This design comes from an exercise in tuning for small area, a short achievable clock period and few clock cycles per item on the open sky130 flow, not from production work. Function was checked by simulation only, so behaviour that the tests miss may differ from the original. No activity file was given, so power comes from the tool's default toggle rates.

--- design/flow/run.sh ---
#!/bin/bash
# synth_recipe.tcl (not shown) runs the flow's synth.tcl, then flattens the netlist and writes it again
# the make line also repeats each setting of config.mk as NAME=value (left out here)
make -C /OpenROAD-flow-scripts/flow DESIGN_CONFIG=/design/flow/config.mk WORK_HOME=/design/flow/orfs CLKGATE_MAP_FILE= SYNTH_SCRIPT=/design/flow/synth_recipe.tcl finish
--- design/flow/constraint.sdc ---
create_clock -name core_clock -period 9.0 [get_ports {clk_i}]
set_input_delay 1.8000 -clock core_clock [delete_from_list [all_inputs] [get_ports {clk_i}]]
set_output_delay 1.8000 -clock core_clock [all_outputs]
set_load 0.01 [all_outputs]
--- design/flow/config.mk ---
export PLATFORM = sky130hd
export DESIGN_NAME = radix_digit_converter_core
export DESIGN_NICKNAME = radix_digit_converter_core
export VERILOG_FILES = /design/flow/design.v
export SDC_FILE = /design/flow/constraint.sdc
export NUM_CORES = 4
export LEC_CHECK = 0
export ABC_AREA = 1
export CAP_MARGIN = 20
export CORE_MARGIN = 2
export CORE_UTILIZATION = 40
export SETUP_SLACK_MARGIN = 4.5
export SLEW_MARGIN = 20
export TNS_END_PERCENT = 100
--- design/flow/design.v ---
package rdc_pkg;
  localparam int unsigned VALUE_BITS_DEF = 63;
  localparam int unsigned MAX_DIGITS_DEF = 64;
  localparam int unsigned BASE_W  = 9;
  localparam int unsigned DIGIT_W = 8;
  localparam logic [BASE_W-1:0] BASE_RESET = 9'd10;
endpackage
module radix_digit_converter_core #(
  parameter int unsigned VALUE_BITS = rdc_pkg::VALUE_BITS_DEF,
  parameter int unsigned MAX_DIGITS = rdc_pkg::MAX_DIGITS_DEF
) (
  input  logic                  clk_i,
  input  logic                  rst_ni,
  input  logic                  cfg_we_i,
  input  logic [rdc_pkg::BASE_W-1:0]     cfg_wdata_i,
  input  logic                  in_valid_i,
  output logic                  in_ready_o,
  input  logic [VALUE_BITS-1:0] value_i,
  output logic                  out_valid_o,
  input  logic                  out_ready_i,
  output logic [rdc_pkg::DIGIT_W-1:0]    digit_o,
  output logic                  last_digit_o
);
  localparam int NST = 4;    
  localparam logic [2:0] ST_IDLE = 3'd0;
  localparam logic [2:0] ST_P2   = 3'd1;   
  localparam logic [2:0] ST_DD   = 3'd2;   
  localparam logic [2:0] ST_DIV  = 3'd3;   
  localparam logic [2:0] ST_SOUT = 3'd4;   
  logic [8:0] cfg_q;
  logic [8:0] beff;
  always_ff @(posedge clk_i or negedge rst_ni) begin
    if (!rst_ni) begin
      cfg_q <= rdc_pkg::BASE_RESET;
    end else if (cfg_we_i) begin
      cfg_q <= cfg_wdata_i;
    end
  end
  always_comb begin
    beff = cfg_q;
    if (cfg_q < 9'd2) begin
      beff = 9'd2;
    end else if (cfg_q > 9'd256) begin
      beff = 9'd256;
    end
  end
  logic [2:0]  state_q, state_d;
  logic [62:0] v_q, v_d;           
  logic [63:0] w_q, w_d;           
  logic [79:0] s_q, s_d;           
  logic [8:0]  b_q, b_d;
  logic [1:0]  pw_q, pw_d;         
  logic        byte_q, byte_d;     
  logic [5:0]  pp_q, pp_d;         
  logic        lead_q, lead_d;     
  logic [4:0]  cp_q, cp_d;         
  logic        first_q, first_d;   
  logic [3:0]  vtop_q, vtop_d;     
  logic [4:0]  ntop_q, ntop_d;     
  logic [10:0] b3_q, b3_d;         
  logic [5:0]  k_q, k_d;           
  logic [5:0]  remd_q, remd_d;     
  logic        pass1_q, pass1_d;
  logic [4:0]  rp_q, rp_d;         
  logic [4:0]  pops_q, pops_d;     
  logic        ov_q, ov_d;
  logic [7:0]  dig_q, dig_d;
  logic        last_q, last_d;
  logic       rv_q, rv_d;          
  logic       rf_q, rf_d;          
  logic [4:0] rpos_q, rpos_d;      
  logic       lz_q, lz_d;          
  logic       iss_q, iss_d;        
  logic       done_q, done_d;      
  logic       sv_q [NST];          
  logic       sf_q [NST];          
  logic [4:0] sp_q [NST];          
  logic [7:0] sr_q [NST];          
  logic       sz_q [NST];          
  logic [1:0] sb_q [NST];          
  logic       sv_d [NST];
  logic       sf_d [NST];
  logic [4:0] sp_d [NST];
  logic [7:0] sr_d [NST];
  logic       sz_d [NST];
  logic [1:0] sb_d [NST];
  logic adv;
  assign adv = !ov_q || out_ready_i;
  assign in_ready_o   = (state_q == ST_IDLE);
  assign out_valid_o  = ov_q;
  assign digit_o      = dig_q;
  assign last_digit_o = last_q;
  logic [3:0] in_top;      
  always_comb begin
    in_top = '0;
    for (int c = 0; c < 16; c++) begin
      if (((64'(value_i) >> (4 * c)) & 64'hf) != 64'd0) in_top = 4'(c);
    end
  end
  logic [5:0] oct_start;
  always_comb begin
    logic [5:0] t;
    t = {in_top, 2'b11};
    oct_start = 6'd0;
    for (int i = 0; i < 21; i++) begin
      if (6'(3 * i) <= t) oct_start = 6'(3 * i);
    end
  end
  logic [7:0] w_win;       
  logic [3:0] ptr_c;
  assign ptr_c = (state_q == ST_P2) ? pp_q[5:2] : cp_q[4:1];
  assign w_win = 8'(w_q >> {ptr_c, 2'b00});
  logic [1:0] w_pair;      
  assign w_pair = 2'(w_q >> {rpos_q, 1'b0});
  logic [3:0] s_hi, s_lo;
  logic [4:0] s_ptr;
  logic [4:0] s_top;
  always_comb begin
    s_top = '0;
    for (int i = 0; i < 20; i++) begin
      if (s_q[4*i +: 4] != 4'd0) s_top = 5'(i);
    end
  end
  assign s_ptr = (first_q && !byte_q && b_q == 9'd10) ? s_top : rp_q;
  assign s_hi  = 4'(s_q >> {s_ptr, 2'b00});
  assign s_lo  = 4'(s_q >> {s_ptr[4:1], 3'b000});
  function automatic logic [3:0] dd_corr(input logic [3:0] d);
    dd_corr = (d >= 4'd5) ? 4'(d + 4'd3) : d;
  endfunction
  logic [79:0] dd_next;
  always_comb begin
    logic [79:0] t;
    logic [1:0] g;
    g = cp_q[0] ? w_win[3:2] : w_win[1:0];
    dd_next = s_q;
    for (int j = 1; j >= 0; j--) begin
      for (int i = 0; i < 20; i++) t[4*i +: 4] = dd_corr(dd_next[4*i +: 4]);
      dd_next = {t[78:0], g[j]};
    end
  end
  logic [1:0] st_q    [NST];       
  logic [7:0] st_r    [NST];       
  logic       st_z    [NST];       
  logic       st_zin  [NST];       
  always_comb begin
    for (int s = 0; s < NST; s++) begin
      logic [9:0]  t;
      logic [10:0] d1, d2, d3;
      logic        n1, n2, n3;
      logic [7:0]  rin;
      rin       = sf_q[s] ? 8'd0 : sr_q[s];
      st_zin[s] = sf_q[s] ? 1'b0 : sz_q[s];
      t = {rin, sb_q[s]};
      {n1, d1} = {2'b00, t} - {3'b000, b_q};
      {n2, d2} = {2'b00, t} - {2'b00, b_q, 1'b0};
      {n3, d3} = {2'b00, t} - {1'b0, b3_q};
      if (!n3) begin
        st_q[s] = 2'd3;
        st_r[s] = d3[7:0];
      end else if (!n2) begin
        st_q[s] = 2'd2;
        st_r[s] = d2[7:0];
      end else if (!n1) begin
        st_q[s] = 2'd1;
        st_r[s] = d1[7:0];
      end else begin
        st_q[s] = 2'd0;
        st_r[s] = t[7:0];
      end
      st_z[s] = st_zin[s] | !n1;
    end
  end
  logic       fin;
  logic [7:0] fin_dig;
  logic       fin_zero;      
  logic       fin_lastst;    
  always_comb begin
    fin        = 1'b0;
    fin_dig    = '0;
    fin_zero   = 1'b0;
    fin_lastst = 1'b0;
    for (int s = 0; s < NST; s++) begin
      if (sv_q[s] && sp_q[s] == 5'd0) begin
        fin        = 1'b1;
        fin_dig    = st_r[s];
        fin_zero   = !st_z[s];
        fin_lastst = (s == NST - 1);
      end
    end
  end
  always_comb begin
    logic [5:0] kn;
    logic [5:0] cap;
    state_d = state_q;
    v_d     = v_q;
    w_d     = w_q;
    s_d     = s_q;
    b_d     = b_q;
    b3_d    = b3_q;
    pw_d    = pw_q;
    byte_d  = byte_q;
    pp_d    = pp_q;
    lead_d  = lead_q;
    cp_d    = cp_q;
    first_d = first_q;
    vtop_d  = vtop_q;
    ntop_d  = ntop_q;
    k_d     = k_q;
    remd_d  = remd_q;
    pass1_d = pass1_q;
    rp_d    = rp_q;
    pops_d  = pops_q;
    ov_d    = ov_q && !out_ready_i;
    dig_d   = dig_q;
    last_d  = last_q;
    kn  = k_q + 6'd1;
    cap = byte_q ? 6'd10 : 6'd20;
    for (int s = 0; s < NST; s++) begin
      sr_d[s] = sr_q[s];
      sz_d[s] = sz_q[s];
      if (sv_q[s]) begin
        sr_d[s] = st_r[s];
        sz_d[s] = st_z[s];
      end
    end
    rv_d    = rv_q && (rpos_q != 5'd0) && (state_q == ST_DIV);
    rf_d    = 1'b0;
    rpos_d  = rpos_q - 5'd1;
    lz_d    = lz_q;
    iss_d   = iss_q;
    done_d  = done_q;
    sv_d[0] = rv_q && (state_q == ST_DIV);
    sf_d[0] = rf_q;
    sp_d[0] = rpos_q;
    sb_d[0] = w_pair;
    for (int s = 1; s < NST; s++) begin
      sv_d[s] = sv_q[s-1] && (state_q == ST_DIV);
      sf_d[s] = sf_q[s-1];
      sp_d[s] = sp_q[s-1];
      sb_d[s] = st_q[s-1];
    end
    if (sv_q[NST-1]) begin
      w_d[{sp_q[NST-1], 1'b0} +: 2] = st_q[NST-1];
      if (st_q[NST-1] != 2'd0 && !st_zin[NST-1]) begin
        ntop_d = sp_q[NST-1];
        lz_d   = 1'b1;
      end
    end
    case (state_q)
      ST_IDLE: begin
        v_d     = value_i;
        w_d     = 64'(value_i);
        b_d     = beff;
        b3_d    = 11'(beff) + {1'b0, beff, 1'b0};
        byte_d  = (beff > 9'd16);
        vtop_d  = in_top;
        cp_d    = {in_top, 1'b1};
        s_d     = '0;
        first_d = 1'b1;
        lead_d  = 1'b1;
        lz_d    = 1'b0;
        iss_d   = 1'b0;
        done_d  = 1'b0;
        k_d     = '0;
        pass1_d = 1'b1;
        if (beff == 9'd2) begin
          pw_d = 2'd0;
          pp_d = {in_top, 2'b11};
        end else if (beff == 9'd8) begin
          pw_d = 2'd1;
          pp_d = oct_start;
        end else begin
          pw_d = 2'd2;
          pp_d = {in_top, 2'b00};
        end
        if (in_valid_i) begin
          if (beff == 9'd2 || beff == 9'd8 || beff == 9'd16) begin
            state_d = ST_P2;
          end else if (beff == 9'd10) begin
            state_d = ST_DD;
          end else begin
            state_d = ST_DIV;
            rv_d    = 1'b1;
            rf_d    = 1'b1;
            rpos_d  = {in_top, 1'b1};
          end
        end
      end
      ST_P2: begin
        logic [3:0] dg;
        logic [5:0] step;
        case (pw_q)
          2'd0:    dg = {3'd0, w_win[pp_q[1:0]]};
          2'd1:    dg = {1'b0, 3'(w_win >> pp_q[1:0])};
          default: dg = w_win[3:0];
        endcase
        case (pw_q)
          2'd0:    step = 6'd1;
          2'd1:    step = 6'd3;
          default: step = 6'd4;
        endcase
        if (lead_q && dg == 4'd0 && pp_q != 6'd0) begin
          pp_d = pp_q - step;
        end else if (adv) begin
          ov_d   = 1'b1;
          dig_d  = {4'd0, dg};
          last_d = (pp_q == 6'd0);
          lead_d = 1'b0;
          pp_d   = pp_q - step;
          if (pp_q == 6'd0) state_d = ST_IDLE;
        end
      end
      ST_DD: begin
        s_d     = dd_next;
        first_d = 1'b0;
        cp_d    = cp_q - 5'd1;
        if (cp_q == 5'd0) begin
          first_d = 1'b1;
          state_d = ST_SOUT;
        end
      end
      ST_DIV: begin
        if (done_q) begin
          if (pass1_q) remd_d = k_q;
          rp_d    = 5'd19;
          pops_d  = 5'((k_q > cap) ? cap : k_q);
          first_d = 1'b0;
          done_d  = 1'b0;
          rv_d    = 1'b0;
          state_d = ST_SOUT;
        end else begin
          if (fin) begin
            k_d = kn;
            if (byte_q) s_d = {fin_dig, s_q[79:8]};
            else        s_d = {fin_dig[3:0], s_q[79:4]};
            if ((pass1_q && fin_zero) || (!pass1_q && kn == remd_q)) begin
              done_d = 1'b1;
            end else if (fin_lastst) begin
              iss_d = 1'b0;
              if (!iss_q) begin
                rv_d   = 1'b1;
                rf_d   = 1'b1;
                rpos_d = st_zin[NST-1] ? ntop_q : 5'd0;
                lz_d   = 1'b0;
              end
            end
          end
          if (lz_q && !iss_q && !rv_q && pass1_q) begin
            rv_d   = 1'b1;
            rf_d   = 1'b1;
            rpos_d = ntop_q;
            lz_d   = 1'b0;
            iss_d  = 1'b1;
          end
        end
      end
      ST_SOUT: begin
        if (adv) begin
          ov_d    = 1'b1;
          first_d = 1'b0;
          if (b_q == 9'd10) begin
            dig_d  = {4'd0, s_hi};
            last_d = (s_ptr == 5'd0);
            rp_d   = s_ptr - 5'd1;
            if (s_ptr == 5'd0) state_d = ST_IDLE;
          end else begin
            dig_d  = byte_q ? {s_hi, s_lo} : {4'd0, s_hi};
            last_d = (remd_q == 6'd1);
            remd_d = remd_q - 6'd1;
            pops_d = pops_q - 5'd1;
            rp_d   = byte_q ? (rp_q - 5'd2) : (rp_q - 5'd1);
            if (remd_q == 6'd1) begin
              state_d = ST_IDLE;
            end else if (pops_q == 5'd1) begin
              w_d     = 64'(v_q);
              k_d     = '0;
              pass1_d = 1'b0;
              state_d = ST_DIV;
              rv_d    = 1'b1;
              rf_d    = 1'b1;
              rpos_d  = {vtop_q, 1'b1};
              lz_d    = 1'b0;
              iss_d   = 1'b0;
            end
          end
        end
      end
      default: state_d = ST_IDLE;
    endcase
  end
  always_ff @(posedge clk_i or negedge rst_ni) begin
    if (!rst_ni) begin
      state_q <= ST_IDLE;
      ov_q    <= 1'b0;
      rv_q    <= 1'b0;
      for (int s = 0; s < NST; s++) sv_q[s] <= 1'b0;
    end else begin
      state_q <= state_d;
      ov_q    <= ov_d;
      rv_q    <= rv_d;
      for (int s = 0; s < NST; s++) sv_q[s] <= sv_d[s];
    end
  end
  always_ff @(posedge clk_i) begin
    v_q     <= v_d;
    w_q     <= w_d;
    s_q     <= s_d;
    b_q     <= b_d;
    b3_q    <= b3_d;
    pw_q    <= pw_d;
    byte_q  <= byte_d;
    pp_q    <= pp_d;
    lead_q  <= lead_d;
    cp_q    <= cp_d;
    first_q <= first_d;
    vtop_q  <= vtop_d;
    ntop_q  <= ntop_d;
    k_q     <= k_d;
    remd_q  <= remd_d;
    pass1_q <= pass1_d;
    rp_q    <= rp_d;
    pops_q  <= pops_d;
    dig_q   <= dig_d;
    last_q  <= last_d;
    rf_q    <= rf_d;
    rpos_q  <= rpos_d;
    lz_q    <= lz_d;
    iss_q   <= iss_d;
    done_q  <= done_d;
    for (int s = 0; s < NST; s++) begin
      sf_q[s] <= sf_d[s];
      sp_q[s] <= sp_d[s];
      sr_q[s] <= sr_d[s];
      sz_q[s] <= sz_d[s];
      sb_q[s] <= sb_d[s];
    end
  end
endmodule
==> results of run 1 <==
-- power groups by stage --
stage	logic, mW	clock network [mW]	registers, mW
6_report	8.27	1.99	3.53
3_5_place_dp	8.04	0	3.54
5_1_grt	9.34	2.08	3.60
3_3_place_gp	7.97	0	3.54
2_1_floorplan	6.08	0	3.26
4_1_cts	8.09	2.01	3.51
-- area by class of cell --
class	instances	area share, %
Clock buffer	63	3.95
Sequential cell	378	31.2
Clock inverter	21	0.858
Timing Repair inverter	1	0.0229
Timing Repair Buffer	119	3.46
Inverter	554	6.37
Tap cell	959	3.66
Multi-Input combinational cell	2797	50.5
-- cell usage after synthesis, drive strengths merged, types with 3 or more instances --
cell type | count | share of area (%)
and3 | 3 | 0.064
dfrtp | 16 | 1.4
or2 | 18 | 0.38
a21o | 6 | 0.15
a221o | 7 | 0.24
edfxtp | 257 | 26
o32ai | 5 | 0.15
a221oi | 3 | 0.089
o21a | 8 | 0.20
a31oi | 19 | 0.47
a22oi | 57 | 1.5
ha | 238 | 10
nand2 | 674 | 8.7
xnor2 | 31 | 0.92
a211oi | 14 | 0.37
nor4 | 21 | 0.49
nand4 | 10 | 0.23
nor2 | 290 | 3.8
o22ai | 46 | 1.0
nand3 | 163 | 2.8
buf | 38 | 0.94
dfxtp | 103 | 7.0
o211ai | 97 | 2.6
o221ai | 14 | 0.42
nor3 | 44 | 0.77
a21oi | 304 | 5.3
o31ai | 26 | 0.66
clkbuf | 86 | 1.1
o311ai | 3 | 0.089
and2 | 4 | 0.085
fa | 14 | 0.95
o21bai | 18 | 0.49
o21ai | 542 | 9.4
a32o | 3 | 0.10
inv | 549 | 7.0
xor2 | 96 | 2.9
nand3b | 3 | 0.077
clkinv | 5 | 0.064
-- state kept, by name, indices dropped and copies added, names as in the netlist, 6 cells and up --
signal / count
s_q: 80
w_q: 64
v_q: 63
sr_q: 32
sp_q: 20
b3_q: 11
cfg_q: 9
b_q: 8
dig_q: 8
sb_q: 8
k_q: 6
pp_q: 6
remd_q: 6
-- timing repair --
| item | 4_1_cts | 5_1_grt |
|---|---|---|
| resized for setup | 0 | 7 |
| setup endpoints to repair | 0 | 46 |
| hold buffers | 0 | 0 |
| setup buffers | 0 | 10 |
-- final timing paths --
check	slack (ns)	cells after the start	end	from
max	4.69	4	in_ready_o	state_q[0]$_DFFE_PN0P_
min	0.32	0	sf_q[0]$_DFF_P_	rf_q$_DFF_P_
max reg2reg	4.83	17	dig_q[0]$_DFFE_PP_	b_q[5]$_DFFE_PP_
min reg2reg	0.32	0	sf_q[0]$_DFF_P_	rf_q$_DFF_P_
max in group asynchronous	6.63	1	ov_q$_DFF_PN0_	rst_ni
min in group asynchronous	1.75	1	cfg_q[2]$_DFFE_PN0P_	rst_ni
-- stage by stage --
stage | worst slack, ns | instance area (µm²) | utilization, % | power (mW) | hold WS [ns]
floorplan | 4.59 | 29400 | - | 9.35 | 0.310
global placement | 4.19 | 31100 | 42.7 | 11.5 | 0.317
detailed placement | 4.15 | 31100 | 42.7 | 11.6 | 0.312
CTS | 4.52 | 32700 | 44.9 | 13.6 | 0.325
global route | 4.51 | 32800 | 45.1 | 15.0 | 0.338
finish | 4.69 | 32800 | 45.1 | 13.8 | 0.324
-- per-layer routing --
metal / track usage [%] / wire (µm)
met1: 34.2 / 42900
met2: 37.9 / 40600
met3: 2.64 / 5580
met4: 6.10 / 2200
met5: 0 / 0
-- cell usage in the layout, fill, tap and decap left out, types with 17 or more instances in the layout --
cell type        instances
o22ai_1                 43
dfxtp_1                103
nand3_1                161
or2_2                   17
o21ai_0                501
xor2_1                  96
nor3_1                  42
clkbuf_16               48
nand2_1                661
o211ai_1                88
a21oi_1                296
xnor2_1                 31
a22oi_1                 57
inv_2                   17
o21ai_1                 30
o31ai_1                 26
clkdlybuf4s50_1         87
nor4_1                  19
buf_4                   30
inv_1                  528
edfxtp_1               257
nor2_1                 275
ha_1                   238
-- cells by family (layout without fill, tap and decap cells) --
logic type	Yosys count	count (layout)
and+or+nand+nor	1231	1231
AOI/OAI and AO/OA	1182	1183
buffers and inverters	678	758
DFF	378	378
adders and majority gates	252	252
xor gates and xnor gates	127	127
muxes	4	4
==> results.tsv, run 1 <==
metric	value	unit
Synth Area in XOR/XNOR	3.78	%
die height	275	µm
multiplexer share of the synthesized area	0.145	%
crit path cell chain	nor2_1 > inv_1 > nor2_4 > clkdlybuf4s50_1	
max-slew violations	0	
register area	10200	µm²
Post-Synth Simple-Gate Area	17.5	%
Inst Count DP	4796	
CTS buffer count	45	
CTS clk-pin slew, worst paths	0.06	ns
vias in the first global route	25032	
Switching Fraction	50.9	%
worst min path class	reg2reg	
H-tree depth	2	
Adder-Cell Fraction of Synth Area	11.1	%
DR vias/cell	5.51	
total negative slack	0	ns
Layout area overhead	11.6	%
IO buf count	87	
worst path buffer plus inverter count	2	
Final Setup Violations	0	
Synth Flop Type	edfxtp_1	
final hold vios	0	
largest net degree at the start of global routing	157	
worst stage delay on the critical path	0.60	ns
DIE WIDTH	275	µm
cell count after synthesis	3852	
Site Rows	99	
Vias	26973	
final WL	91300	µm
reported max-cap violation count	0	
Post-synth EDFFs	257	
Sink Count	378	
status	complete, no violations	
Starting Density	40.4	%
Final min period	4.31	ns
crit path capture type	output pin	
critical path class	reg2out	
die area	75700	µm²
Fillers	7394	
Total Routing Usage GR	23.8	%
first-pass GRT wire length	142000	µm
Top delay family on crit path	buffers and inverters	
post-synthesis sequential area ratio	34.8	%
root buffer cell	clkbuf_16	
share of post-route cells with drive strength above 1	5.52	%
Starting DRT DRC Count	2543	
clock latency on the worst-skew pair	0.61	ns
DR WL/cell	18.7	µm
RSZ-0062 raised after global routing	false	
Worst Max-Slew Pin Slew	1.04	ns
largest family of logic cells by synthesized area	compound AO/OA/AOI/OAI gates	
combinational share of power	60.0	%
Core Box Area	72800	µm²
Psw	7.02	mW
Worst Clk Skew	0.0294	ns
n_diodes	0	
sequential fraction of design power	25.6	%
Max stage delay cell, worst path	clkdlybuf4s50_1	
count of different cell masters after synthesis	76	
power share of the clock group	14.4	%
Slew headroom	30.2	%
GRT overflow	0	
Worst Setup Start Kind	flop	
Layout Cells excl Fill	4892	
Warnings, synthesis	17	
Worst VDD drop	205	µV
Pre-Repair DR Iteration Count	6	
area of the multi-input gates	16600	µm²
gpl congestion	0.938	
Boundary Pins	88	
Pleak	14.2	nW
Tcrit/Tclk final	47.8	%
#FFs+latches synth	378	
mapped cell area	29400	µm²
TritonCTS clock tree	done	
maximum clock frequency	232	MHz
PwrDens	420	nW/µm²
CP required	7.20	ns
post-synthesis async set-or-reset flop share	4.76	%
antenna violations before repair	0	
remaining antenna violation count after routing	0	
Max Root-Sink Buffers	3	
Int Pwr	6.77	mW
Avg Cell Area, Syn	7.63	µm²
CP arrival	2.51	ns
HPWL after DPL	66600	µm
final net count	4225	
critical-path maximum fanout	7	
Residual DRC	0	
syn nets	4181	
post-synthesis compound-gate area fraction	23.6	%
Testbench counts, summed over its fixed seeds: cycles 9,769, digits 4,076.
==> run 2: changes to the inputs <==
--- a/design/flow/design.v
+++ b/design/flow/design.v
@@ -21,7 +21,7 @@
   output logic [rdc_pkg::DIGIT_W-1:0]    digit_o,
   output logic                  last_digit_o
 );
-  localparam int NST = 4;    
+  localparam int NST = 2;    
   localparam logic [2:0] ST_IDLE = 3'd0;
   localparam logic [2:0] ST_P2   = 3'd1;   
   localparam logic [2:0] ST_DD   = 3'd2;   
==> run 2 against run 1 <==
Still clean on timing, DRC and antenna. Via count shrank 12%. Die area shrank 12%. Clock power shrank 9%. Register-to-register slack gained 0.06 ns. Combinational power shrank 12%. Critical path type is now in2reg. Critical endpoint is now iss_q$_SDFFCE_PN0P_.
==> results.tsv, run 2 <==
metric	value	unit
status	complete, no violations	
Adder-Cell Fraction of Synth Area	9.55	%
Post-synth EDFFs	239	
Pleak	12.4	nW
count of different cell masters after synthesis	75	
Pre-Repair DR Iteration Count	5	
Global Route met2 Usage	38.7	%
Tcrit/Tclk final	47.7	%
gpl congestion	0.925	
Avg Cell Area, Syn	7.52	µm²
Slew headroom	32.0	%
Most Used Layer, Global Route	met2	
Fillers	6565	
Residual DRC	0	
root buffer cell	clkbuf_16	
DR WL/cell	18.2	µm
met1 Use GR	32.6	%
most common cell in the netlist	nand2_1	
power share of the clock group	14.8	%
PwrDens	422	nW/µm²
final WL	79700	µm
CTS buffer count	43	
Yosys top cell by area	edfxtp_1	
IO buf count	87	
total negative slack	0	ns
commonest non-fill, non-tap cell in the layout	nand2_1	
n_diodes	0	
max-slew violations	0	
Final min period	4.29	ns
register area	9320	µm²
met3 usage	2.41	%
worst stage delay on the critical path	0.58	ns
maximum clock frequency	233	MHz
Boundary Pins	88	
Layout area overhead	12.3	%
commonest cells after routing, fill and taps aside	nand2_1, inv_1, o21ai_0, edfxtp_1, nor2_1	
largest net degree at the start of global routing	85	
final hold vios	0	
Switching Fraction	50.9	%
TritonCTS clock tree	done	
critical path class	in2reg	
critical-path maximum fanout	21	
GRT overflow	0	
Yosys top cell area share	27.7	%
Starting Density	40.3	%
multiplexer share of the synthesized area	0.0435	%
area of the multi-input gates	14300	µm²
remaining antenna violation count after routing	0	
crit path cell chain	clkdlybuf4s50_1 > nor2_1 > nor3_2 > inv_2 > nand2_2 > clkinvlp_4 > buf_12 > nand2_1 > nand2_1 > inv_1 > nand2_1 > a21oi_4 > nand2_1 > o21ai_0	
Worst Setup Start Kind	input port	
crit-path most repeated cell	nand2_1	
die height	259	µm
DIE WIDTH	259	µm
Starting DRT DRC Count	1761	
HPWL after DPL	59100	µm
post-synthesis compound-gate area fraction	22.0	%
crit path capture type	flop	
Max stage delay cell, worst path	clkdlybuf4s50_1	
antenna violations before repair	0	
clock latency on the worst-skew pair	0.61	ns
Total Routing Usage GR	23.5	%
DR vias/cell	5.41	
top cells by area, synth	edfxtp_1, nand2_1, ha_1, o21ai_0, inv_1	
sequential fraction of design power	26.3	%
cell count after synthesis	3447	
Synth Area in XOR/XNOR	3.41	%
# hold bufs at CTS	0	
largest register by flop count	s_q	
Final Setup Violations	0	
post-synthesis async set-or-reset flop share	4.68	%
#FFs+latches synth	342	
Worst Max-Slew Pin Slew	1.02	ns
mapped cell area	25900	µm²
Post-Synth Simple-Gate Area	19.7	%
final cell utilization of the core	45.3	%
Psw	6.25	mW
largest registers	s_q: 80 flops, w_q: 64 flops, v_q: 63 flops	
Core Box Area	64200	µm²
CP arrival	4.58	ns
Site Rows	93	
Synth Flop Type	edfxtp_1	
largest family of logic cells by synthesized area	compound AO/OA/AOI/OAI gates	
reported max-cap violation count	0	
Vias	23664	
Worst VDD drop	180	µV
vias in the first global route	22038	
Sink Count	342	
Worst Clk Skew	0.0400	ns
share of post-route cells with drive strength above 1	5.37	%
combinational share of power	59.0	%
syn nets	3717	
post-synthesis sequential area ratio	36.0	%
max FFs per register	80	
RSZ-0062 raised after global routing	false	
Max Root-Sink Buffers	3	
CTS clk-pin slew, worst paths	0.06	ns
H-tree depth	2	
first-pass GRT wire length	125000	µm
Commonest cells post-synth	nand2_1, inv_1, o21ai_0	
die area	66800	µm²
Warnings, synthesis	17	
final net count	3756	
worst min path class	reg2reg	
CP required	9.29	ns
Int Pwr	6.03	mW
-- run 2: cell types whose count changed after synthesis, sizes merged, moves of 40 or more --
cell    previous run  this run
a21oi            304       230
ha               238       185
inv              549       498
nand2            674       729
nor2             290       250
o211ai            97        39
o21ai            542       480
-- run 2: cell families (layout without fill, tap and decap cells) --
kind of cell / count (synthesis) / after routing
AND/OR/NAND/NOR: 1225 / 1225
AO/OA/AOI/OAI: 966 / 966
buffers and inverters: 619 / 693
flip-flops: 342 / 342
adder cells (fa/ha/maj): 193 / 193
XOR/XNOR: 101 / 101
multiplexers: 1 / 1
-- run 2: worst paths after layout --
kind	start	to	slack, ns	cells past startpoint
worst min register to register	rf_q$_DFF_P_	sf_q[0]$_DFF_P_	0.32	0
max in group asynchronous	rst_ni	rv_q$_DFF_PN0_	6.78	1
worst max-delay path	out_ready_i	iss_q$_SDFFCE_PN0P_	4.71	14
worst min-delay path	rf_q$_DFF_P_	sf_q[0]$_DFF_P_	0.32	0
worst max register to register	sf_q[1]$_DFF_P_	w_q[30]$_DFF_P_	4.89	16
min in group asynchronous	rst_ni	cfg_q[6]$_DFFE_PN0P_	1.67	1
-- run 2: what timing repair did --
item | CTS | global route
pin swaps | 0 | 0
gates cloned | 0 | 0
endpoints found under the setup margin | 32 | 49
setup buffers | 0 | 2
gates resized for setup | 5 | 18
-- run 2: critical path, delay by kind of cell --
kind                   cells  cell delay [ns]
AO/OA/AOI/OAI              2             0.35
AND/OR/NAND/NOR            7             1.11
buffers and inverters      5             1.31
-- run 2: final cells by class --
| type | instances | share of cell area (%) |
|---|---|---|
| Timing Repair Buffer | 112 | 3.72 |
| Tap cell | 855 | 3.68 |
| Clock inverter | 30 | 1.07 |
| Clock buffer | 50 | 3.97 |
| Sequential cell | 342 | 32.0 |
| Inverter | 501 | 6.53 |
| Multi-Input combinational cell | 2486 | 49.0 |
-- run 2: metal layers --
metal,up-vias,part of all wire [%]
li1,11853,-
met1,11037,46
met2,665,46
met3,109,5.0
met4,0,2.8
met5,-,0
-- run 2: through the flow --
| stage | std cells | hold slack [ns] | area (µm²) | total power [mW] | setup WS, ns |
|---|---|---|---|---|---|
| 2_1_floorplan | 3447 | 0.310 | 25900 | 8.35 | 4.64 |
| 3_3_place_gp | 4294 | 0.310 | 27500 | 10.3 | 3.50 |
| 3_5_place_dp | 4294 | 0.313 | 27500 | 10.4 | 3.44 |
| 4_1_cts | 4374 | 0.327 | 29000 | 12.2 | 4.44 |
| 5_1_grt | 4376 | 0.338 | 29100 | 13.4 | 4.54 |
| 6_report | 4376 | 0.325 | 29100 | 12.3 | 4.71 |
-- run 2: power groups by stage --
| stage | Clock (mW) | Sequential (mW) | Combinational, mW |
|---|---|---|---|
| 2_1_floorplan | 0 | 3.00 | 5.34 |
| 3_3_place_gp | 0 | 3.24 | 7.07 |
| 3_5_place_dp | 0 | 3.24 | 7.12 |
| 4_1_cts | 1.84 | 3.21 | 7.17 |
| 5_1_grt | 1.91 | 3.30 | 8.23 |
| 6_report | 1.81 | 3.23 | 7.24 |
Testbench counts of run 2, summed over its fixed seeds: cycles 11,130, digits 4,076.
==> run 3: changes to the inputs <==
--- a/design/flow/design.v
+++ b/design/flow/design.v
@@ -21,7 +21,7 @@
   output logic [rdc_pkg::DIGIT_W-1:0]    digit_o,
   output logic                  last_digit_o
 );
-  localparam int NST = 2;    
+  localparam int NST = 4;    
   localparam logic [2:0] ST_IDLE = 3'd0;
   localparam logic [2:0] ST_P2   = 3'd1;   
   localparam logic [2:0] ST_DD   = 3'd2;   
@@ -53,7 +53,11 @@
   logic        byte_q, byte_d;     
   logic [5:0]  pp_q, pp_d;         
   logic        lead_q, lead_d;     
-  logic [4:0]  cp_q, cp_d;         
+  logic        rdy_q, rdy_d;       
+  logic        pend_q, pend_d;     
+  logic [2:0]  nst_q, nst_d;       
+  logic        o10_q, o10_d;       
+  logic        obyte_q, obyte_d;   
   logic        first_q, first_d;   
   logic [3:0]  vtop_q, vtop_d;     
   logic [4:0]  ntop_q, ntop_d;     
@@ -86,7 +90,7 @@
   logic [1:0] sb_d [NST];
   logic adv;
   assign adv = !ov_q || out_ready_i;
-  assign in_ready_o   = (state_q == ST_IDLE);
+  assign in_ready_o   = rdy_q;
   assign out_valid_o  = ov_q;
   assign digit_o      = dig_q;
   assign last_digit_o = last_q;
@@ -99,17 +103,13 @@
   end
   logic [5:0] oct_start;
   always_comb begin
-    logic [5:0] t;
-    t = {in_top, 2'b11};
     oct_start = 6'd0;
     for (int i = 0; i < 21; i++) begin
-      if (6'(3 * i) <= t) oct_start = 6'(3 * i);
+      if (((64'(value_i) >> (3 * i)) & 64'h7) != 64'd0) oct_start = 6'(3 * i);
     end
   end
   logic [7:0] w_win;       
-  logic [3:0] ptr_c;
-  assign ptr_c = (state_q == ST_P2) ? pp_q[5:2] : cp_q[4:1];
-  assign w_win = 8'(w_q >> {ptr_c, 2'b00});
+  assign w_win = 8'(w_q >> {pp_q[5:2], 2'b00});
   logic [1:0] w_pair;      
   assign w_pair = 2'(w_q >> {rpos_q, 1'b0});
   logic [3:0] s_hi, s_lo;
@@ -121,7 +121,7 @@
       if (s_q[4*i +: 4] != 4'd0) s_top = 5'(i);
     end
   end
-  assign s_ptr = (first_q && !byte_q && b_q == 9'd10) ? s_top : rp_q;
+  assign s_ptr = (first_q && o10_q) ? s_top : rp_q;
   assign s_hi  = 4'(s_q >> {s_ptr, 2'b00});
   assign s_lo  = 4'(s_q >> {s_ptr[4:1], 3'b000});
   function automatic logic [3:0] dd_corr(input logic [3:0] d);
@@ -131,7 +131,7 @@
   always_comb begin
     logic [79:0] t;
     logic [1:0] g;
-    g = cp_q[0] ? w_win[3:2] : w_win[1:0];
+    g = pp_q[1] ? w_win[3:2] : w_win[1:0];
     dd_next = s_q;
     for (int j = 1; j >= 0; j--) begin
       for (int i = 0; i < 20; i++) t[4*i +: 4] = dd_corr(dd_next[4*i +: 4]);
@@ -188,6 +188,14 @@
       end
     end
   end
+  assign rdy_d = (state_d == ST_IDLE) ||
+                 (state_d == ST_SOUT && !pend_d && (o10_d || remd_d == 6'(pops_d)));
+  logic [2:0] nst_in;
+  always_comb begin
+    if (beff == 9'd2 || beff == 9'd8 || beff == 9'd16) nst_in = ST_P2;
+    else if (beff == 9'd10)                              nst_in = ST_DD;
+    else                                                 nst_in = ST_DIV;
+  end
   always_comb begin
     logic [5:0] kn;
     logic [5:0] cap;
@@ -201,7 +209,6 @@
     byte_d  = byte_q;
     pp_d    = pp_q;
     lead_d  = lead_q;
-    cp_d    = cp_q;
     first_d = first_q;
     vtop_d  = vtop_q;
     ntop_d  = ntop_q;
@@ -211,6 +218,10 @@
     rp_d    = rp_q;
     pops_d  = pops_q;
     ov_d    = ov_q && !out_ready_i;
+    pend_d  = pend_q;
+    nst_d   = nst_q;
+    o10_d   = o10_q;
+    obyte_d = obyte_q;
     dig_d   = dig_q;
     last_d  = last_q;
     kn  = k_q + 6'd1;
@@ -246,17 +257,13 @@
         lz_d   = 1'b1;
       end
     end
-    case (state_q)
-      ST_IDLE: begin
+    if (rdy_q) begin
         v_d     = value_i;
         w_d     = 64'(value_i);
         b_d     = beff;
         b3_d    = 11'(beff) + {1'b0, beff, 1'b0};
         byte_d  = (beff > 9'd16);
         vtop_d  = in_top;
-        cp_d    = {in_top, 1'b1};
-        s_d     = '0;
-        first_d = 1'b1;
         lead_d  = 1'b1;
         lz_d    = 1'b0;
         iss_d   = 1'b0;
@@ -269,21 +276,23 @@
         end else if (beff == 9'd8) begin
           pw_d = 2'd1;
           pp_d = oct_start;
-        end else begin
+        end else if (beff == 9'd16) begin
           pw_d = 2'd2;
           pp_d = {in_top, 2'b00};
+        end else begin
+          pw_d = 2'd2;
+          pp_d = {in_top, 2'b10};
         end
+        nst_d = nst_in;
+    end
+    case (state_q)
+      ST_IDLE: begin
         if (in_valid_i) begin
-          if (beff == 9'd2 || beff == 9'd8 || beff == 9'd16) begin
-            state_d = ST_P2;
-          end else if (beff == 9'd10) begin
-            state_d = ST_DD;
-          end else begin
-            state_d = ST_DIV;
-            rv_d    = 1'b1;
-            rf_d    = 1'b1;
-            rpos_d  = {in_top, 1'b1};
-          end
+          state_d = nst_in;
+          s_d     = '0;
+          rv_d    = (nst_in == ST_DIV);
+          rf_d    = 1'b1;
+          rpos_d  = {in_top, 1'b1};
         end
       end
       ST_P2: begin
@@ -313,9 +322,10 @@
       ST_DD: begin
         s_d     = dd_next;
         first_d = 1'b0;
-        cp_d    = cp_q - 5'd1;
-        if (cp_q == 5'd0) begin
+        pp_d    = pp_q - 6'd2;
+        if (pp_q[5:1] == 5'd0) begin
           first_d = 1'b1;
+          o10_d   = 1'b1;
           state_d = ST_SOUT;
         end
       end
@@ -327,6 +337,8 @@
           first_d = 1'b0;
           done_d  = 1'b0;
           rv_d    = 1'b0;
+          o10_d   = 1'b0;
+          obyte_d = byte_q;
           state_d = ST_SOUT;
         end else begin
           if (fin) begin
@@ -355,22 +367,25 @@
         end
       end
       ST_SOUT: begin
+        logic fin_out;
+        fin_out = 1'b0;
+        if (rdy_q && in_valid_i) pend_d = 1'b1;
         if (adv) begin
           ov_d    = 1'b1;
           first_d = 1'b0;
-          if (b_q == 9'd10) begin
-            dig_d  = {4'd0, s_hi};
-            last_d = (s_ptr == 5'd0);
-            rp_d   = s_ptr - 5'd1;
-            if (s_ptr == 5'd0) state_d = ST_IDLE;
+          if (o10_q) begin
+            dig_d   = {4'd0, s_hi};
+            last_d  = (s_ptr == 5'd0);
+            rp_d    = s_ptr - 5'd1;
+            fin_out = (s_ptr == 5'd0);
           end else begin
-            dig_d  = byte_q ? {s_hi, s_lo} : {4'd0, s_hi};
+            dig_d  = obyte_q ? {s_hi, s_lo} : {4'd0, s_hi};
             last_d = (remd_q == 6'd1);
             remd_d = remd_q - 6'd1;
             pops_d = pops_q - 5'd1;
-            rp_d   = byte_q ? (rp_q - 5'd2) : (rp_q - 5'd1);
+            rp_d   = obyte_q ? (rp_q - 5'd2) : (rp_q - 5'd1);
             if (remd_q == 6'd1) begin
-              state_d = ST_IDLE;
+              fin_out = 1'b1;
             end else if (pops_q == 5'd1) begin
               w_d     = 64'(v_q);
               k_d     = '0;
@@ -384,6 +399,18 @@
             end
           end
         end
+        if (fin_out) begin
+          if (pend_d) begin
+            state_d = pend_q ? nst_q : nst_in;
+            pend_d  = 1'b0;
+            s_d     = '0;
+            rv_d    = ((pend_q ? nst_q : nst_in) == ST_DIV);
+            rf_d    = 1'b1;
+            rpos_d  = pend_q ? {vtop_q, 1'b1} : {in_top, 1'b1};
+          end else begin
+            state_d = ST_IDLE;
+          end
+        end
       end
       default: state_d = ST_IDLE;
     endcase
@@ -392,11 +419,15 @@
     if (!rst_ni) begin
       state_q <= ST_IDLE;
       ov_q    <= 1'b0;
+      rdy_q   <= 1'b1;
+      pend_q  <= 1'b0;
       rv_q    <= 1'b0;
       for (int s = 0; s < NST; s++) sv_q[s] <= 1'b0;
     end else begin
       state_q <= state_d;
       ov_q    <= ov_d;
+      rdy_q   <= rdy_d;
+      pend_q  <= pend_d;
       rv_q    <= rv_d;
       for (int s = 0; s < NST; s++) sv_q[s] <= sv_d[s];
     end
@@ -411,7 +442,6 @@
     byte_q  <= byte_d;
     pp_q    <= pp_d;
     lead_q  <= lead_d;
-    cp_q    <= cp_d;
     first_q <= first_d;
     vtop_q  <= vtop_d;
     ntop_q  <= ntop_d;
@@ -427,6 +457,9 @@
     lz_q    <= lz_d;
     iss_q   <= iss_d;
     done_q  <= done_d;
+    nst_q   <= nst_d;
+    o10_q   <= o10_d;
+    obyte_q <= obyte_d;
     for (int s = 0; s < NST; s++) begin
       sf_q[s] <= sf_d[s];
       sp_q[s] <= sp_d[s];
--- a/design/flow/config.mk
+++ b/design/flow/config.mk
@@ -9,6 +9,6 @@
 export CAP_MARGIN = 20
 export CORE_MARGIN = 2
 export CORE_UTILIZATION = 40
-export SETUP_SLACK_MARGIN = 4.5
+export SETUP_SLACK_MARGIN = 5
 export SLEW_MARGIN = 20
 export TNS_END_PERCENT = 100
==> run 3 against run 2 <==
Still clean. Clock-buffer cell count rose by 7. Power up 8.0%. Sequential cell count rose by 37. Register-to-register slack better by 0.26 ns. Non-clock buffer count up 60. Design area grew 18%. Critical endpoint is now in_ready_o. Highest routed layer unchanged.
==> results.tsv, run 3 <==
metric	value	unit
Yosys top cell by area	edfxtp_1	
CTS buffer count	44	
Placement Cell Area	31900	µm²
Synth Area in XOR/XNOR	3.55	%
final net count	4530	
Switching Fraction	49.7	%
vias in the first global route	26252	
post-synthesis async set-or-reset flop share	5.28	%
sequential fraction of design power	25.4	%
n_diodes	0	
Post-synth EDFFs	229	
worst path buffer plus inverter count	1	
first-pass GRT wire length	146000	µm
hold_sp	sp_q[0][0]$_DFF_P_	
crit path capture type	output pin	
critical path class	reg2out	
Max stage delay cell, worst path	dfstp_4	
combinational share of power	59.9	%
root buffer cell	clkbuf_16	
final hold vios	0	
worst stage delay on the critical path	0.86	ns
die area	77500	µm²
clock latency on the worst-skew pair	0.62	ns
Adder-Cell Fraction of Synth Area	10.9	%
top cells by area, synth	edfxtp_1, nand2_1, ha_1, dfxtp_1, o21ai_0	
Core Box Area	74400	µm²
final WL	95200	µm
Layout area overhead	14.1	%
multiplexer share of the synthesized area	0.0706	%
Synth Flop Type	edfxtp_1	
antenna violations before repair	0	
maximum clock frequency	257	MHz
# hold bufs at CTS	0	
Residual DRC	0	
Site Rows	100	
most common cell in the netlist	nand2_1	
largest family of logic cells by synthesized area	compound AO/OA/AOI/OAI gates	
DIE WIDTH	278	µm
Boundary Pins	88	
r2r startpoint	s_q[8]$_DFFE_PP_	
Int Pwr	6.67	mW
Avg Cell Area, Syn	7.32	µm²
Yosys top cell area share	22.8	%
H-tree depth	2	
share of post-route cells with drive strength above 1	7.91	%
max FFs per register	80	
post-synthesis sequential area ratio	33.1	%
DR WL/cell	18.3	µm
Top delay family on crit path	flip-flops	
PwrDens	386	nW/µm²
HPWL after DPL	68000	µm
Commonest cells post-synth	nand2_1, inv_1, o21ai_0	
worst hold slack	0.350	ns
commonest cells after routing, fill and taps aside	nand2_1, inv_1, o21ai_0, nor2_1, a21oi_1	
Pleak	14.8	nW
design area	34400	µm²
cell count after synthesis	4114	
power share of the clock group	14.7	%
Final min period	3.88	ns
TritonCTS clock tree	done	
Worst Setup SP	rdy_q$_DFF_PN1_	
syn nets	4444	
Total Routing Usage GR	23.5	%
Worst Setup Start Kind	flop	
gpl congestion	0.926	
die height	278	µm
max-slew violations	0	
Max Root-Sink Buffers	3	
IO buf count	87	
Worst VDD drop	225	µV
Starting Density	40.5	%
CTS clk-pin slew, worst paths	0.06	ns
Warnings, synthesis	17	
DR vias/cell	5.47	
Post-Synth Simple-Gate Area	19.9	%
reported max-cap violation count	0	
Pre-Repair DR Iteration Count	6	
largest net degree at the start of global routing	90	
Tcrit/Tclk final	43.2	%
post-synthesis compound-gate area fraction	23.0	%
remaining antenna violation count after routing	0	
commonest non-fill, non-tap cell in the layout	nand2_1	
final cell utilization of the core	46.1	%
largest register by flop count	s_q	
crit path cell chain	clkdlybuf4s50_1	
Sink Count	379	
CP required	7.20	ns
Worst Max-Slew Pin Slew	1.08	ns
count of different cell masters after synthesis	82	
Vias	28496	
GRT overflow	0	
Starting DRT DRC Count	2543	
Final Setup Violations	0	
Psw	6.59	mW
total negative slack	0	ns
critical-path maximum fanout	27	
RSZ-0062 raised after global routing	true	
Worst Clk Skew	0.0393	ns
mapped cell area	30100	µm²
Tot Pwr	13.3	mW
largest registers	s_q: 80 flops, w_q: 64 flops, v_q: 63 flops	
status	complete, no violations	
Slew headroom	27.9	%
worst min path class	reg2reg	
CP arrival	2.08	ns
#FFs+latches synth	379	
-- run 3: cell type report --
| cell class | count | area [µm²] |
|---|---|---|
| fillers | 7468 | 40100 |
| multi-input cells | 3010 | 17500 |
| flip-flops and latches | 379 | 9990 |
| inverters | 591 | 2250 |
| repair buffers | 172 | 1790 |
| clock buffers | 57 | 1240 |
| well taps | 969 | 1210 |
| clock inverters | 25 | 298 |
| repair inverters | 2 | 15.0 |
-- run 3: routing by layer --
metal  wire length, µm  share of wire, %  track usage, %  up-vias
li1                  -                 -               -    14203
met4              2460               2.6            6.36        0
met1             43700                46            33.1    13224
met5                 0                 0               0        -
met3              6260               6.6            2.97      134
met2             42800                45            37.9      935
-- run 3: timing repair --
| action | in CTS | in global routing |
|---|---|---|
| setup buffers | 2 | 48 |
| endpoints found under the setup margin | 102 | 145 |
| gates cloned | 3 | 8 |
| pin swaps | 0 | 8 |
| gates resized for setup | 24 | 62 |
-- run 3: power groups by stage --
stage          combinational [mW]  sequential (mW)  clock, mW
3_5_place_dp                 7.33             3.38          0
2_1_floorplan                5.51             3.17          0
5_1_grt                      8.95             3.43       2.03
4_1_cts                      7.49             3.34       1.98
3_3_place_gp                 7.26             3.39          0
6_report                     7.95             3.37       1.95
-- run 3: final timing paths --
path	to	slack, ns	depth (start not counted)
setup / recovery	in_ready_o	5.12	1
hold reg to reg	sp_q[1][0]$_DFF_P_	0.35	0
max in group asynchronous	state_q[1]$_DFF_PN0_	7.41	1
setup reg to reg	s_q[10]$_DFFE_PP_	5.15	33
hold / removal	sp_q[1][0]$_DFF_P_	0.35	0
min in group asynchronous	cfg_q[5]$_DFFE_PN0P_	1.19	1
-- run 3: cells by family after synthesis --
group,Yosys count
compound gates,1190
xor+xnor,122
fa+ha+maj,253
buf+inv,726
flops,379
mux,2
simple gates,1442
-- run 3: metrics by stage --
step                std cells  worst slack (ns)
floorplan                4114              3.58
global placement         5062              3.74
detailed placement       5062              3.61
CTS                      5149              5.00
global route             5205              4.77
finish                   5205              5.12
Testbench counts of run 3, summed over its fixed seeds: cycles 9,513, digits 4,076.

[afterwards: timing with drivers on the ports]
The results above use ideal ports. As a check the final layouts listed here were re-extracted and re-timed, cells and wires unchanged. Step 1 (the two cells are an assumption about what drives the block):
set clk [get_ports {clk_i}]
set_driving_cell -lib_cell sky130_fd_sc_hd__clkbuf_16 $clk
set_driving_cell -lib_cell sky130_fd_sc_hd__buf_2 [delete_from_list [all_inputs] $clk]
Step 2 also shifts input and output timing later by t, the mid clock arrival at the registers, as if the neighbouring blocks saw the same clock. Slacks: no drivers / after step 1 / after step 2; pairs: no drivers / after step 1.
run | t (ns) | setup slack, ns | latest minus earliest clock arrival (ns) | worst slew at a driven data input, ns | pins driven straight from the clock port
run 1 | 0.659 | 4.694 / 4.630 / 4.079 | 0.033 / 0.032 | 0.05 | 1
run 2 | 0.657 | 4.710 / 4.746 / 4.089 | 0.043 / 0.044 | 0.07 | 1
run 3 | 0.661 | 5.116 / 5.053 / 4.527 | 0.039 / 0.039 | 0.04 | 1
After both steps every run listed still meets setup and hold. The setup slack of run 2, which loses most, moves by +0.036 ns with the drivers and by -0.621 ns with both steps.
